What follows belongs to an exercise in optimizing a design on an open flow for small area, a short achievable clock period and few clock cycles per item; a production flow would make more cautious choices.
At most, simulation tests tie the RTL to the original design; equivalence was not proved.

ember:
==> module asconController, before the edit <==
module asconController (
    input  logic       clk,
    input  logic       rst,
    input  logic       start,
    input  logic       hasAd,
    input  logic       enc,
    input  logic       dLast,       
    output logic       idle,
    output logic [3:0] roundIdx,
    output logic       adMode,      
    output logic       injText,     
    output logic       injAny,      
    output logic       injDec,      
    output logic       injKey34,    
    output logic       injDs,       
    output logic       read,
    output logic       outValid,
    output logic       tagValid
);
    localparam int R = 1;
    localparam logic [3:0] lastIdx = 4'(12 - R);
    localparam logic [3:0] preIdx  = 4'(12 - 2 * R);
    localparam logic [3:0] shortRunStart = 12 - 6;
    localparam logic [2:0] phIdle  = 3'd0;
    localparam logic [2:0] phInit  = 3'd1;
    localparam logic [2:0] phAd    = 3'd2;
    localparam logic [2:0] phText  = 3'd3;
    localparam logic [2:0] phFinal = 3'd4;
    localparam logic [2:0] phTag   = 3'd5;
    logic [2:0] phase;
    logic       isLast;
    logic       isPre;
    logic       absorbing;
    assign idle      = (phase == phIdle);
    assign isLast    = (roundIdx == lastIdx);
    assign isPre     = (roundIdx == preIdx);
    assign absorbing = (phase == phInit) || (phase == phAd) || (phase == phText);
    always_ff @(posedge clk or posedge rst) begin
        if (rst) begin
            phase    <= phIdle;
            roundIdx <= 4'd0;
            adMode   <= 1'b0;
            injText  <= 1'b0;
            injAny   <= 1'b0;
            injDec   <= 1'b0;
            injKey34 <= 1'b0;
            injDs    <= 1'b0;
            read     <= 1'b0;
            outValid <= 1'b0;
            tagValid <= 1'b0;
        end else begin
            injText  <= absorbing && isPre && !adMode;
            injAny   <= absorbing && isPre;
            injDec   <= absorbing && isPre && !adMode && !enc;
            injDs    <= ((phase == phInit) || (phase == phAd)) && isPre && !adMode;
            injKey34 <= ((phase == phInit) || (phase == phFinal)) && isPre;
            read     <= (absorbing && isPre && adMode) || injText;
            outValid <= injText;
            tagValid <= (phase == phFinal) && isLast;
            roundIdx <= roundIdx + 4'(R);
            case (phase)
                phIdle: begin
                    roundIdx <= 4'd0;
                    if (start) begin
                        phase  <= phInit;
                        adMode <= hasAd;
                    end
                end
                phInit, phAd, phText: begin
                    if (isLast) begin
                        roundIdx <= shortRunStart;
                        if (adMode) begin
                            phase  <= phAd;
                            adMode <= !dLast;
                        end else if (dLast) begin
                            phase    <= phFinal;
                            roundIdx <= 4'd0;
                        end else begin
                            phase <= phText;
                        end
                    end
                end
                phFinal: begin
                    if (isLast) begin
                        phase <= phTag;
                    end
                end
                default: begin
                    phase <= phIdle;
                end
            endcase
        end
    end
endmodule
clock: 8.0 ns
lec_check: 0
cap_margin: 20
core_margin: 2
core_utilization: 40
slew_margin: 40
standard.sh (not shown) runs the stock make flow with config.mk's settings and CLKGATE_MAP_FILE= SYNTH_SCRIPT=/design/flow/synth_recipe.tcl, a recipe that flattens the netlist after the stock synthesis.
==> flow/flow/run.sh <==
#!/bin/bash
# Standard ORFS layout, with plain buf_1 cells as the port buffers instead of
# the delay cells buffer_ports picks by default, a clock tree with larger
# sink clusters and no dummy loads, and timing repair aiming below the period.
set -euo pipefail
export BUFFER_PORTS_ARGS="-buffer_cell sky130_fd_sc_hd__buf_1"
export CTS_ARGS="-sink_clustering_enable -repair_clock_nets -dont_use_dummy_load -sink_clustering_size 20 -sink_clustering_max_diameter 80"
export SETUP_SLACK_MARGIN=5.2
bash standard.sh > standard.log 2>&1
Testbench counts of ember, summed over its fixed seeds: cycles 17,560, blocks 1,860.
--- input diff ember..fjord ---
-- flow/design.v --
<<< ember, line 115
    logic       isPre;
    logic       absorbing;
    assign idle      = (phase == phIdle);
    assign isLast    = (roundIdx == lastIdx);
    assign isPre     = (roundIdx == preIdx);
>>> fjord, line 115
    logic       isPre;
    logic       absorbing;
    assign isLast    = (roundIdx == lastIdx);
    assign isPre     = (roundIdx == preIdx);
<<< ember, line 122
        if (rst) begin
            phase    <= phIdle;
            roundIdx <= 4'd0;
            adMode   <= 1'b0;
>>> fjord, line 121
        if (rst) begin
            phase    <= phIdle;
            idle     <= 1'b1;
            roundIdx <= 4'd0;
            adMode   <= 1'b0;
<<< ember, line 133
            tagValid <= 1'b0;
        end else begin
            injText  <= absorbing && isPre && !adMode;
            injAny   <= absorbing && isPre;
>>> fjord, line 133
            tagValid <= 1'b0;
        end else begin
            idle     <= ((phase == phIdle) && !start) || (phase >= phTag);
            injText  <= absorbing && isPre && !adMode;
            injAny   <= absorbing && isPre;
==> comparison <==
In summary, fjord completed successfully, with a layout that passed the timing, DRC and antenna checks. Of ember and fjord, the higher mean instance size in the synthesized netlist belongs to fjord. Compared with ember, in fjord multi-input gate area in the final layout now sits higher. Compared with ember, die area in fjord increased by a few percent. From ember to fjord the numbers moved as follows: layout sequential cell count was more or less identical; via count decreased by about 1.8% relative to the old numbers. The final reports for fjord and ember show sequential cell area fraction in the yosys report lower in the former. Tightest hold margin in fjord is 0.17 ns below ember.
The RTL of fjord was laid out without a check of its function.

========
Setup of main:
The RTL this note starts from:
==> flow/design.v <==
`timescale 1ns/1ps
module asconRound (
    input  logic [320-1:0] stateIn,
    input  logic [3:0]                   roundIdx,
    output logic [320-1:0] stateOut
);
    logic [64-1:0] x0, x1, x2, x3, x4;
    logic [64-1:0] t0, t1, t2, t3, t4;
    logic [64-1:0] y0, y1, y2, y3, y4;
    logic [7:0]                  rc;
    assign rc = {~roundIdx, roundIdx};
    always_comb begin
        x0 = stateIn[(320-1-64*(0)) -: 64];
        x1 = stateIn[(320-1-64*(1)) -: 64];
        x2 = stateIn[(320-1-64*(2)) -: 64];
        x3 = stateIn[(320-1-64*(3)) -: 64];
        x4 = stateIn[(320-1-64*(4)) -: 64];
        x2[7:0] = x2[7:0] ^ rc;
        x0 = x0 ^ x4;
        x4 = x4 ^ x3;
        x2 = x2 ^ x1;
        t0 = ~x0 & x1;
        t1 = ~x1 & x2;
        t2 = ~x2 & x3;
        t3 = ~x3 & x4;
        t4 = ~x4 & x0;
        x0 = x0 ^ t1;
        x1 = x1 ^ t2;
        x2 = x2 ^ t3;
        x3 = x3 ^ t4;
        x4 = x4 ^ t0;
        x1 = x1 ^ x0;
        x0 = x0 ^ x4;
        x3 = x3 ^ x2;
        x2 = ~x2;
        y0 = x0 ^ {x0[18:0], x0[63:19]} ^ {x0[27:0], x0[63:28]};
        y1 = x1 ^ {x1[60:0], x1[63:61]} ^ {x1[38:0], x1[63:39]};
        y2 = x2 ^ {x2[0:0],  x2[63:1]}  ^ {x2[5:0],  x2[63:6]};
        y3 = x3 ^ {x3[9:0],  x3[63:10]} ^ {x3[16:0], x3[63:17]};
        y4 = x4 ^ {x4[6:0],  x4[63:7]}  ^ {x4[40:0], x4[63:41]};
    end
    assign stateOut = {y0, y1, y2, y3, y4};
endmodule
`timescale 1ns/1ps
module asconPermutation #(
    parameter int roundsPerCycle = 1
) (
    input  logic [320-1:0] stateIn,
    input  logic [3:0]                   roundIdx,
    output logic [320-1:0] stateOut
);
    logic [320-1:0] chain [0:roundsPerCycle];
    assign chain[0] = stateIn;
    for (genvar g = 0; g < roundsPerCycle; g++) begin : g_round
        asconRound u_round (
            .stateIn (chain[g]),
            .roundIdx(roundIdx | 4'(g)),
            .stateOut(chain[g+1])
        );
    end
    assign stateOut = chain[roundsPerCycle];
endmodule
`timescale 1ns/1ps
module asconPadding (
    input  logic [64-1:0] block,
    input  logic [4-1:0]  len,
    output logic [64-1:0] padded,
    output logic [8-1:0] byteMask
);
    always_comb begin
        for (int b = 0; b < 8; b++) begin
            byteMask[8-1-b] = (b < len);
            if (b < len) begin
                padded[64-1-8*b -: 8] = block[64-1-8*b -: 8];
            end else if (b == len) begin
                padded[64-1-8*b -: 8] = 8'h80;
            end else begin
                padded[64-1-8*b -: 8] = 8'h00;
            end
        end
    end
endmodule
`timescale 1ns/1ps
module asconController (
    input  logic       clk,
    input  logic       rst,
    input  logic       start,
    input  logic       hasAd,
    input  logic       dLast,       
    output logic       startEff,
    output logic [3:0] roundIdx,
    output logic       adMode,      
    output logic       injAd,       
    output logic       injText,     
    output logic       injKey34,    
    output logic       injDs,       
    output logic       read,
    output logic       outValid,
    output logic       tagValid
);
    localparam int R = 1;
    localparam logic [3:0] lastIdx = 4'(12 - R);
    localparam logic [3:0] preIdx  = 4'(12 - 2 * R);
    localparam logic [3:0] shortRunStart = 12 - 6;
    localparam logic [2:0] phIdle  = 3'd0;
    localparam logic [2:0] phInit  = 3'd1;
    localparam logic [2:0] phAd    = 3'd2;
    localparam logic [2:0] phText  = 3'd3;
    localparam logic [2:0] phFinal = 3'd4;
    localparam logic [2:0] phTag   = 3'd5;
    logic [2:0] phase;
    logic       isLast;
    logic       isPre;
    logic       absorbing;
    assign startEff  = start && (phase == phIdle);
    assign isLast    = (roundIdx == lastIdx);
    assign isPre     = (roundIdx == preIdx);
    assign absorbing = (phase == phInit) || (phase == phAd) || (phase == phText);
    always_ff @(posedge clk or posedge rst) begin
        if (rst) begin
            phase    <= phIdle;
            roundIdx <= 4'd0;
            adMode   <= 1'b0;
            injAd    <= 1'b0;
            injText  <= 1'b0;
            injKey34 <= 1'b0;
            injDs    <= 1'b0;
            read     <= 1'b0;
            outValid <= 1'b0;
            tagValid <= 1'b0;
        end else begin
            injAd    <= absorbing && isPre && adMode;
            injText  <= absorbing && isPre && !adMode;
            injDs    <= ((phase == phInit) || (phase == phAd)) && isPre && !adMode;
            injKey34 <= ((phase == phInit) || (phase == phFinal)) && isPre;
            read     <= (absorbing && isPre && adMode) || injText;
            outValid <= injText;
            tagValid <= (phase == phFinal) && isLast;
            roundIdx <= roundIdx + 4'(R);
            case (phase)
                phIdle: begin
                    roundIdx <= 4'd0;
                    if (start) begin
                        phase  <= phInit;
                        adMode <= hasAd;
                    end
                end
                phInit, phAd, phText: begin
                    if (isLast) begin
                        roundIdx <= shortRunStart;
                        if (adMode) begin
                            phase  <= phAd;
                            adMode <= !dLast;
                        end else if (dLast) begin
                            phase    <= phFinal;
                            roundIdx <= 4'd0;
                        end else begin
                            phase <= phText;
                        end
                    end
                end
                phFinal: begin
                    if (isLast) begin
                        phase <= phTag;
                    end
                end
                default: begin
                    phase <= phIdle;
                end
            endcase
        end
    end
endmodule
`timescale 1ns/1ps
module asconTop (
    input  logic                         clk,
    input  logic                         rst,
    input  logic                         start,
    input  logic                         hasAd,
    input  logic                         enc,
    input  logic [128-1:0]   key,
    input  logic [128-1:0]   nonce,
    input  logic [64-1:0]  adBlock,
    input  logic [4-1:0]   adLen,
    input  logic [64-1:0]  textBlock,
    input  logic [4-1:0]   textLen,
    output logic                         read,
    output logic [64-1:0]  outBlock,
    output logic                         outValid,
    output logic [128-1:0]   tag,
    output logic                         tagValid
);
    localparam logic [4-1:0] fullLen = 8;
    logic                         startEff;
    logic [3:0]                   roundIdx;
    logic                         adMode;
    logic                         injAd;
    logic                         injText;
    logic                         injKey34;
    logic                         injDs;
    logic [320-1:0] stateReg;
    logic [320-1:0] permOut;
    logic [128-1:0]   keyReg;
    logic [64-1:0]  selBlock;
    logic [4-1:0]   selLen;
    logic [64-1:0]  dPad;      
    logic [8-1:0] dBytes;    
    logic                         dLast;     
    logic [64-1:0]  outReg;
    logic [64-1:0]  mask64;
    logic [64-1:0]  keep0;
    logic [64-1:0]  inj0;
    logic [128-1:0]   inj12;
    logic [128-1:0]   inj34;
    logic [320-1:0] nextState;
    logic [64-1:0]  y0;
    asconController u_controller (
        .clk     (clk),
        .rst     (rst),
        .start   (start),
        .hasAd   (hasAd),
        .dLast   (dLast),
        .startEff(startEff),
        .roundIdx(roundIdx),
        .adMode  (adMode),
        .injAd   (injAd),
        .injText (injText),
        .injKey34(injKey34),
        .injDs   (injDs),
        .read    (read),
        .outValid(outValid),
        .tagValid(tagValid)
    );
    asconPermutation #(
        .roundsPerCycle(1)
    ) u_permutation (
        .stateIn (stateReg),
        .roundIdx(roundIdx),
        .stateOut(permOut)
    );
    assign selBlock = adMode ? adBlock : textBlock;
    assign selLen   = adMode ? adLen : textLen;
    asconPadding u_pad (
        .block   (selBlock),
        .len     (selLen),
        .padded  (dPad),
        .byteMask(dBytes)
    );
    assign dLast = (selLen != fullLen);
    for (genvar b = 0; b < 8; b++) begin : g_mask
        assign mask64[8*b +: 8] = {8{dBytes[b]}};
    end
    assign keep0 = (injText && !enc) ? ~mask64 : '1;
    assign inj0  = (injAd || injText) ? dPad : '0;
    assign inj12 = (injText && dLast) ? keyReg : '0;
    assign inj34 = (injKey34 ? keyReg : '0) ^ {127'd0, injDs};
    assign y0 = permOut[(320-1-64*(0)) -: 64];
    always_comb begin
        nextState = permOut ^ {inj0, inj12, inj34};
        nextState[(320-1-64*(0)) -: 64] = (y0 & keep0) ^ inj0;
        if (startEff) begin
            nextState = {64'h80400c0600000000, key, nonce};
        end
    end
    always_ff @(posedge clk) begin
        stateReg <= nextState;
        outReg   <= (y0 ^ dPad) & mask64;
        if (startEff) begin
            keyReg <= key;
        end
    end
    assign outBlock = outReg;
    assign tag      = stateReg[128-1:0];
endmodule
Settings: LEC_CHECK=0, CAP_MARGIN=20, CORE_MARGIN=2, CORE_UTILIZATION=40, SETUP_SLACK_MARGIN=5, SLEW_MARGIN=20; clock period 8.0 ns.
==> flow/flow/run.sh <==
#!/bin/bash
# Standard ORFS layout, with plain buf_1 cells as the port buffers instead of
# the delay cells buffer_ports picks by default.
set -euo pipefail
export BUFFER_PORTS_ARGS="-buffer_cell sky130_fd_sc_hd__buf_1"
bash standard.sh > standard.log 2>&1
--- input diff main..the feature branch ---
-- flow/design.v --
<<< main, line 88
    input  logic       hasAd,
    input  logic       dLast,       
    output logic       startEff,
    output logic [3:0] roundIdx,
    output logic       adMode,      
>>> the feature branch, line 88
    input  logic       hasAd,
    input  logic       dLast,       
    output logic       idle,
    output logic [3:0] roundIdx,
    output logic       adMode,      
<<< main, line 113
    logic       isPre;
    logic       absorbing;
    assign startEff  = start && (phase == phIdle);
    assign isLast    = (roundIdx == lastIdx);
    assign isPre     = (roundIdx == preIdx);
>>> the feature branch, line 113
    logic       isPre;
    logic       absorbing;
    assign idle      = (phase == phIdle);
    assign isLast    = (roundIdx == lastIdx);
    assign isPre     = (roundIdx == preIdx);
<<< main, line 191
    output logic                         tagValid
);
    localparam logic [4-1:0] fullLen = 8;
    logic                         startEff;
    logic [3:0]                   roundIdx;
    logic                         adMode;
>>> the feature branch, line 191
    output logic                         tagValid
);
    logic                         idle;
    logic [3:0]                   roundIdx;
    logic                         adMode;
<<< main, line 204
    logic [64-1:0]  selBlock;
    logic [4-1:0]   selLen;
    logic [64-1:0]  dPad;      
    logic [8-1:0] dBytes;    
    logic                         dLast;     
    logic [64-1:0]  outReg;
>>> the feature branch, line 203
    logic [64-1:0]  selBlock;
    logic [4-1:0]   selLen;
    logic [8-1:0] lenBytes;
    logic [64-1:0]  dPad;      
    logic [8-1:0] dBytes;    
    logic [8-1:0] padBytes;  
    logic                         dLast;     
    logic [64-1:0]  outReg;
<<< main, line 221
        .hasAd   (hasAd),
        .dLast   (dLast),
        .startEff(startEff),
        .roundIdx(roundIdx),
        .adMode  (adMode),
>>> the feature branch, line 222
        .hasAd   (hasAd),
        .dLast   (dLast),
        .idle    (idle),
        .roundIdx(roundIdx),
        .adMode  (adMode),
<<< main, line 241
    assign selBlock = adMode ? adBlock : textBlock;
    assign selLen   = adMode ? adLen : textLen;
    asconPadding u_pad (
        .block   (selBlock),
        .len     (selLen),
        .padded  (dPad),
        .byteMask(dBytes)
    );
    assign dLast = (selLen != fullLen);
    for (genvar b = 0; b < 8; b++) begin : g_mask
        assign mask64[8*b +: 8] = {8{dBytes[b]}};
>>> the feature branch, line 242
    assign selBlock = adMode ? adBlock : textBlock;
    assign selLen   = adMode ? adLen : textLen;
    always_comb begin
        for (int b = 0; b < 8; b++) begin
            lenBytes[8-1-b] = (b < selLen);
        end
    end
    always_ff @(posedge clk) begin
        dBytes <= lenBytes;
    end
    assign padBytes = {1'b1, dBytes[8-1:1]} & ~dBytes;
    assign dLast    = !dBytes[0];
    for (genvar b = 0; b < 8; b++) begin : g_pad
        assign dPad[8*b +: 8] = (selBlock[8*b +: 8] & {8{dBytes[b]}}) | {padBytes[b], 7'd0};
    end
    for (genvar b = 0; b < 8; b++) begin : g_mask
        assign mask64[8*b +: 8] = {8{dBytes[b]}};
<<< main, line 259
        nextState = permOut ^ {inj0, inj12, inj34};
        nextState[(320-1-64*(0)) -: 64] = (y0 & keep0) ^ inj0;
        if (startEff) begin
            nextState = {64'h80400c0600000000, key, nonce};
        end
>>> the feature branch, line 266
        nextState = permOut ^ {inj0, inj12, inj34};
        nextState[(320-1-64*(0)) -: 64] = (y0 & keep0) ^ inj0;
        if (idle) begin
            nextState = {64'h80400c0600000000, key, nonce};
        end
<<< main, line 266
        stateReg <= nextState;
        outReg   <= (y0 ^ dPad) & mask64;
        if (startEff) begin
            keyReg <= key;
        end
>>> the feature branch, line 273
        stateReg <= nextState;
        outReg   <= (y0 ^ dPad) & mask64;
        if (idle) begin
            keyReg <= key;
        end
## What came out
Summary of the comparison: global routing met1 resource utilization is lower in the feature branch, relative to main. Of the two values seen for first element of the critical path, stateReg[72]$_DFF_P_ was produced by the feature branch and stateReg[111]$_DFF_P_ by main. Per the comparison of the feature branch with main, count of clock tree sinks moved up; sequential share of layout area higher; final standard cell area without fillers shows a reduction of 270 um^2; share of the final layout cell area in multi-input gates shows no meaningful change. The feature branch went all the way through synthesis, placement and routing and the layout is clean on timing, DRC and antenna. A master of the slowest instance on the critical path of sky130_fd_sc_hd__xnor2_1 is what the feature branch shows, while sky130_fd_sc_hd__xnor2_2 belongs to main.
No functional check of the RTL was part of any run of this note.

## port drivers added, routing unchanged
The flow's constraints put no driver on any port. The routed layouts listed below were extracted and timed again, unchanged, in two steps. Step 1 assumes that a clkbuf_16 drives the clock port and a buf_2 every other input. Step 2 times the ports against the registers' clock, not the clock port: input delays grow and output delays shrink by t, the midpoint of the rising clock arrivals with the driver on. Slacks: ideal ports / drivers / drivers and shift; pairs: ideal ports / drivers.
| run | t (ns) | setup WS [ns] | hold slack, ns |
|---|---|---|---|
| ember | 0.661 | 5.178 / 5.142 / 5.120 | 0.594 / 0.594 / 0.594 |
| fjord | 0.677 | 5.140 / 5.068 / 5.177 | 0.422 / 0.422 / 0.422 |
| main | 0.712 | 4.939 / 4.939 / 4.398 | 0.590 / 0.590 / 0.590 |
| the feature branch | 0.720 | 4.894 / 4.894 / 4.894 | 0.548 / 0.548 / 0.548 |
After both steps setup and hold are still met in every run listed. For main, which loses most, drivers alone change the setup slack by 0.000 ns; drivers and shift together by -0.541 ns.
